From an optimization exercise on the open Yosys and OpenROAD flow, aimed at small area and a short achievable clock period; shortcuts taken in it are not production practice. At most, simulation tests tie the RTL to the original design; equivalence was not proved. Power figures rest on the tool's default switching activity, not on a simulated workload.

before:
==> module output_arbiter, before the edit <==
module output_arbiter (
    input  wire [24:0] win_req,    
    input  wire [39:0] win_age,    
    input  wire [15:0] avail,      
    output wire [14:0] sel_pc,
    output wire [9:0]  vc_new,
    output wire [15:0] consume,
    output wire [24:0] gnt         
);
    function automatic logic age_ge(input logic [7:0] a, input logic [7:0] b);
        logic c;
        c = 1'b1;
        for (int k = 0; k < 8; k++) begin
            c = (a[k] & ~b[k]) | ((a[k] | ~b[k]) & c);
        end
        age_ge = c;
    endfunction
    wire beats [5][5];
    for (genvar i = 0; i < 5; i++) begin : g_cmp_i
        for (genvar j = 0; j < 5; j++) begin : g_cmp_j
            if (i < j) begin : g_lo
                assign beats[i][j] = age_ge(win_age[i*8 +: 8], win_age[j*8 +: 8]);
            end else if (i > j) begin : g_hi
                assign beats[i][j] = ~beats[j][i];
            end else begin : g_eq
                assign beats[i][j] = 1'b1;
            end
        end
    end
    for (genvar o = 0; o < 5; o++) begin : g_out
        wire [4:0] rq;
        wire       ok;
        wire       any;
        for (genvar i = 0; i < 5; i++) begin : g_rq
            assign rq[i] = win_req[i*5 + o];
        end
        if (o < 4) begin : g_net
            wire [3:0] av = avail[o*4 +: 4];
            assign ok = |av;
            assign vc_new[o*2 +: 2] = {~av[0] & ~av[1], ~av[0] & (av[1] | ~av[2])};
            assign consume[o*4 +: 4] = {4{any}} & {~|av[2:0] , av[2] & ~|av[1:0], av[1] & ~av[0], av[0]};
        end else begin : g_loc
            assign ok = 1'b1;
            assign vc_new[o*2 +: 2] = 2'd0;
        end
        for (genvar i = 0; i < 5; i++) begin : g_g
            wire [4:0] lose;
            for (genvar j = 0; j < 5; j++) begin : g_j
                if (j == i) begin : g_s
                    assign lose[j] = 1'b0;
                end else begin : g_o
                    assign lose[j] = rq[j] & beats[j][i];
                end
            end
            assign gnt[i*5 + o] = ok & rq[i] & ~|lose;
        end
        assign any = ok & |rq;
        assign sel_pc[o*3 +: 3] = {gnt[4*5+o] | ~any, gnt[2*5+o] | gnt[3*5+o], gnt[1*5+o] | gnt[3*5+o] | ~any};
    end
endmodule
==> module credit_tracker, before the edit <==
module credit_tracker (
    input  wire clk,
    input  wire arst_n,
    input  wire consume,
    input  wire credit_return_in,
    output wire avail
);
    reg  [2:0] used;
    wire [2:0] used_d;
    wire       up = consume & ~credit_return_in;
    wire       dn = credit_return_in & ~consume;
    assign used_d[0] = used[0] ^ up ^ dn;
    assign used_d[1] = used[1] ^ ((up & used[0]) | (dn & ~used[0]));
    assign used_d[2] = used[2] ? ~dn : (up & used[0] & used[1]);
    always @(posedge clk or negedge arst_n) begin
        if (!arst_n) begin
            used <= 3'd0;
        end else begin
            used <= used_d;
        end
    end
    assign avail = ~used[2];
endmodule
Settings: LEC_CHECK=0, ABC_AREA=1, CAP_MARGIN=20, CORE_MARGIN=2, CORE_UTILIZATION=40, SLEW_MARGIN=20; clock period 29.0 ns.
standard.sh (not shown) runs the stock make flow with config.mk's settings and CLKGATE_MAP_FILE= SYNTH_SCRIPT=/design/flow/synth_recipe.tcl, a recipe that flattens the netlist after the stock synthesis.
==> flow/flow/run.sh <==
#!/bin/bash
# Standard layout, except that synthesis maps the logic with an area-first
# ABC script (flow/abc_min.script) in place of ORFS's. Everything else,
# registers included, is the standard synthesis and flow.
set -euo pipefail
W=$(pwd)
F=$W/flow
{
    echo "proc abc {args} {"
    echo "    set i [lsearch -exact \$args -script]"
    echo "    if {\$i >= 0} { lset args [expr {\$i + 1}] $F/abc_min.script }"
    echo "    yosys abc {*}\$args"
    echo "}"
    cat "$W/synth_recipe.tcl"
} > "$W/own_synth.tcl"
sed "s#SYNTH_SCRIPT=[^ ]*#SYNTH_SCRIPT=$W/own_synth.tcl#" "$W/standard.sh" > "$W/own_standard.sh"
export BUFFER_PORTS_ARGS="-buffer_cell sky130_fd_sc_hd__buf_1"
bash "$W/own_standard.sh" synth > "$W/synth.log" 2>&1
bash "$W/own_standard.sh" > "$W/layout.log" 2>&1
==> flow/flow/abc_min.script <==
strash
&get -n
&dch -f
&nf -R 100
&put
buffer -c
upsize -c
dnsize -c
before has completed all stages; timing, DRC and antenna checks passed.
For after, these inputs were changed with respect to before:
==> flow/design.v, changed modules only <==
module output_arbiter (
    input  wire [24:0] win_req,    
    input  wire [39:0] win_age,    
    input  wire [15:0] avail,      
    output wire [14:0] sel_pc,
    output wire [9:0]  vc_new,
    output wire [15:0] consume,
    output wire [24:0] gnt         
);
    function automatic logic age_ge(input logic [7:0] a, input logic [7:0] b);
        logic gt, lt, gt_n, lt_n;
        gt = 1'b0;
        lt = 1'b0;
        for (int k = 7; k >= 0; k--) begin
            gt_n = gt | (~lt & a[k] & ~b[k]);
            lt_n = lt | (~gt & ~a[k] & b[k]);
            gt = gt_n;
            lt = lt_n;
        end
        age_ge = ~lt;
    endfunction
    wire beats [5][5];
    for (genvar i = 0; i < 5; i++) begin : g_cmp_i
        for (genvar j = 0; j < 5; j++) begin : g_cmp_j
            if (i < j) begin : g_lo
                assign beats[i][j] = age_ge(win_age[i*8 +: 8], win_age[j*8 +: 8]);
            end else if (i > j) begin : g_hi
                assign beats[i][j] = ~beats[j][i];
            end else begin : g_eq
                assign beats[i][j] = 1'b1;
            end
        end
    end
    for (genvar o = 0; o < 5; o++) begin : g_out
        wire [4:0] rq;
        wire       ok;
        wire       any;
        for (genvar i = 0; i < 5; i++) begin : g_rq
            assign rq[i] = win_req[i*5 + o];
        end
        if (o < 4) begin : g_net
            wire [3:0] av = avail[o*4 +: 4];
            assign ok = |av;
            assign vc_new[o*2 +: 2] = {~av[0] & ~av[1], ~av[0] & (av[1] | ~av[2])};
            assign consume[o*4 +: 4] = {4{any}} & {~|av[2:0] , av[2] & ~|av[1:0], av[1] & ~av[0], av[0]};
        end else begin : g_loc
            assign ok = 1'b1;
            assign vc_new[o*2 +: 2] = 2'd0;
        end
        for (genvar i = 0; i < 5; i++) begin : g_g
            wire [4:0] lose;
            for (genvar j = 0; j < 5; j++) begin : g_j
                if (j == i) begin : g_s
                    assign lose[j] = 1'b0;
                end else begin : g_o
                    assign lose[j] = rq[j] & beats[j][i];
                end
            end
            assign gnt[i*5 + o] = ok & rq[i] & ~|lose;
        end
        assign any = ok & |rq;
        assign sel_pc[o*3 +: 3] = {gnt[4*5+o] | ~any, gnt[2*5+o] | gnt[3*5+o], gnt[1*5+o] | gnt[3*5+o] | ~any};
    end
endmodule
module credit_tracker (
    input  wire clk,
    input  wire arst_n,
    input  wire consume,
    input  wire credit_return_in,
    output wire avail
);
    reg  [2:0] s;
    wire [2:0] s_d;
    wire       c = consume;
    wire       r = credit_return_in;
    assign s_d[0] = s[0] ^ c ^ r;
    assign s_d[1] = (s[1] & c) | s[2] | (s[1] & ~r) | (s[0] & c & ~r);
    assign s_d[2] = (s[2] & c) | (s[1] & c & ~r) | (s[2] & ~r) | (s[2] & ~s[0]);
    always @(posedge clk or negedge arst_n) begin
        if (!arst_n) begin
            s <= 3'b000;
        end else begin
            s <= s_d;
        end
    end
    assign avail = s[0] | ~s[2];
endmodule
Findings:
- Compared with before, after shows a part of the total power dissipated in the clock network that is 0.9 points higher.
- | leakage component of the power | after vs before | ≈ equal |
- Final weighted congestion in routability-driven placement delta for after relative to before: 10% lower
- Taking before as the reference, in after count of antenna-violating nets left after detailed routing saw little to no change, final period utilization saw a decrease, signal arrival time at the worst endpoint saw a decrease.
- Route | after vs before | wire shorter in after
- The final reports for after and before show sequential share of layout area lower in the former.
- From before to after the numbers moved as follows: area of all placed cells without fillers now larger, final cell count increased 74, final core utilization dropped 1.3 points, total number of vias now larger, worst hold margin higher.
- Taking before as 1.0, after lands at 0.939 on met1 layer wirelength in the final routing.
No functional check of the RTL was part of after.

* * *

lookahead_sw_alloc again, from the RTL that the note above started with.
export LEC_CHECK = 0
export ABC_AREA = 1
export CAP_MARGIN = 20
export CORE_MARGIN = 2
export CORE_UTILIZATION = 40
export SLEW_MARGIN = 20
create_clock -name core_clock -period 29.0 [get_ports {clk}]
==> flow/flow/run.sh <==
#!/bin/bash
# Standard layout, except that synthesis maps the logic with an area-first
# ABC script (flow/abc_min.script) in place of ORFS's. Everything else,
# registers included, is the standard synthesis and flow.
set -euo pipefail
W=$(pwd)
F=$W/flow
{
    echo "proc abc {args} {"
    echo "    set i [lsearch -exact \$args -script]"
    echo "    if {\$i >= 0} { lset args [expr {\$i + 1}] $F/abc_min.script }"
    echo "    yosys abc {*}\$args"
    echo "}"
    cat "$W/synth_recipe.tcl"
} > "$W/own_synth.tcl"
sed "s#SYNTH_SCRIPT=[^ ]*#SYNTH_SCRIPT=$W/own_synth.tcl#" "$W/standard.sh" > "$W/own_standard.sh"
export SETUP_SLACK_MARGIN=8
export BUFFER_PORTS_ARGS="-buffer_cell sky130_fd_sc_hd__buf_1"
bash "$W/own_standard.sh" synth > "$W/synth.log" 2>&1
bash "$W/own_standard.sh" > "$W/layout.log" 2>&1
Scripts as last shown in full above: flow/flow/abc_min.script
Next try:
--- a/flow/design.v
+++ b/flow/design.v
@@ -124,21 +124,21 @@
     input  wire credit_return_in,
     output wire avail
 );
-    reg  [2:0] used;
-    wire [2:0] used_d;
-    wire       up = consume & ~credit_return_in;
-    wire       dn = credit_return_in & ~consume;
-    assign used_d[0] = used[0] ^ up ^ dn;
-    assign used_d[1] = used[1] ^ ((up & used[0]) | (dn & ~used[0]));
-    assign used_d[2] = used[2] ? ~dn : (up & used[0] & used[1]);
+    reg  [2:0] s;
+    wire [2:0] s_d;
+    wire       c = consume;
+    wire       r = credit_return_in;
+    assign s_d[0] = s[0] ^ c ^ r;
+    assign s_d[1] = (s[1] & c) | s[2] | (s[1] & ~r) | (s[0] & c & ~r);
+    assign s_d[2] = (s[2] & c) | (s[1] & c & ~r) | (s[2] & ~r) | (s[2] & ~s[0]);
     always @(posedge clk or negedge arst_n) begin
         if (!arst_n) begin
-            used <= 3'd0;
+            s <= 3'b000;
         end else begin
-            used <= used_d;
-        end
-    end
-    assign avail = ~used[2];
+            s <= s_d;
+        end
+    end
+    assign avail = s[0] | ~s[2];
 endmodule
 `default_nettype wire
 `timescale 1ns/1ns
The changed run passed the timing, DRC and antenna checks. Clock skew is lower by 0.0039 ns. Worst setup slack is worse by 0.034 ns. Via count is higher by 1.2%. Sequential share of layout area hardly moves. Global-route usage is higher by 1.9 points.

re-timing with driven ports:
The results above use ideal ports. As a check the final layouts listed here were re-extracted and re-timed, cells and wires unchanged.
Step 1: set_driving_cell puts a clkbuf_16 on clk and a buf_2 on each other input, an assumption about the parent block.
Step 2 moves the port delays by t, midway between the first and last clock arrival at a register: inputs arrive t later, outputs are due t later. That takes back most of the time a late clock gives input paths.
Three values: no drivers, after step 1, after step 2; two values: the first two.
run | t (ns) | setup slack, ns | worst setup path at the end | clock arrival spread, ns | cell pins on the clock port's net
before | 0.318 | 7.036 / 7.014 / 7.014 | input to output | 0.007 / 0.007 | 1
after | 0.324 | 7.577 / 7.556 / 7.556 | input to output | 0.009 / 0.009 | 1
the first run of note 2 | 0.321 | 8.414 / 8.359 / 8.359 | input to output | 0.010 / 0.009 | 1
the second run of note 2 | 0.323 | 8.380 / 8.359 / 8.359 | input to output | 0.006 / 0.006 | 1
After both steps setup and hold are still met in every run listed. For the first run of note 2, which loses most, drivers alone change the setup slack by -0.055 ns; drivers and shift together by -0.055 ns.
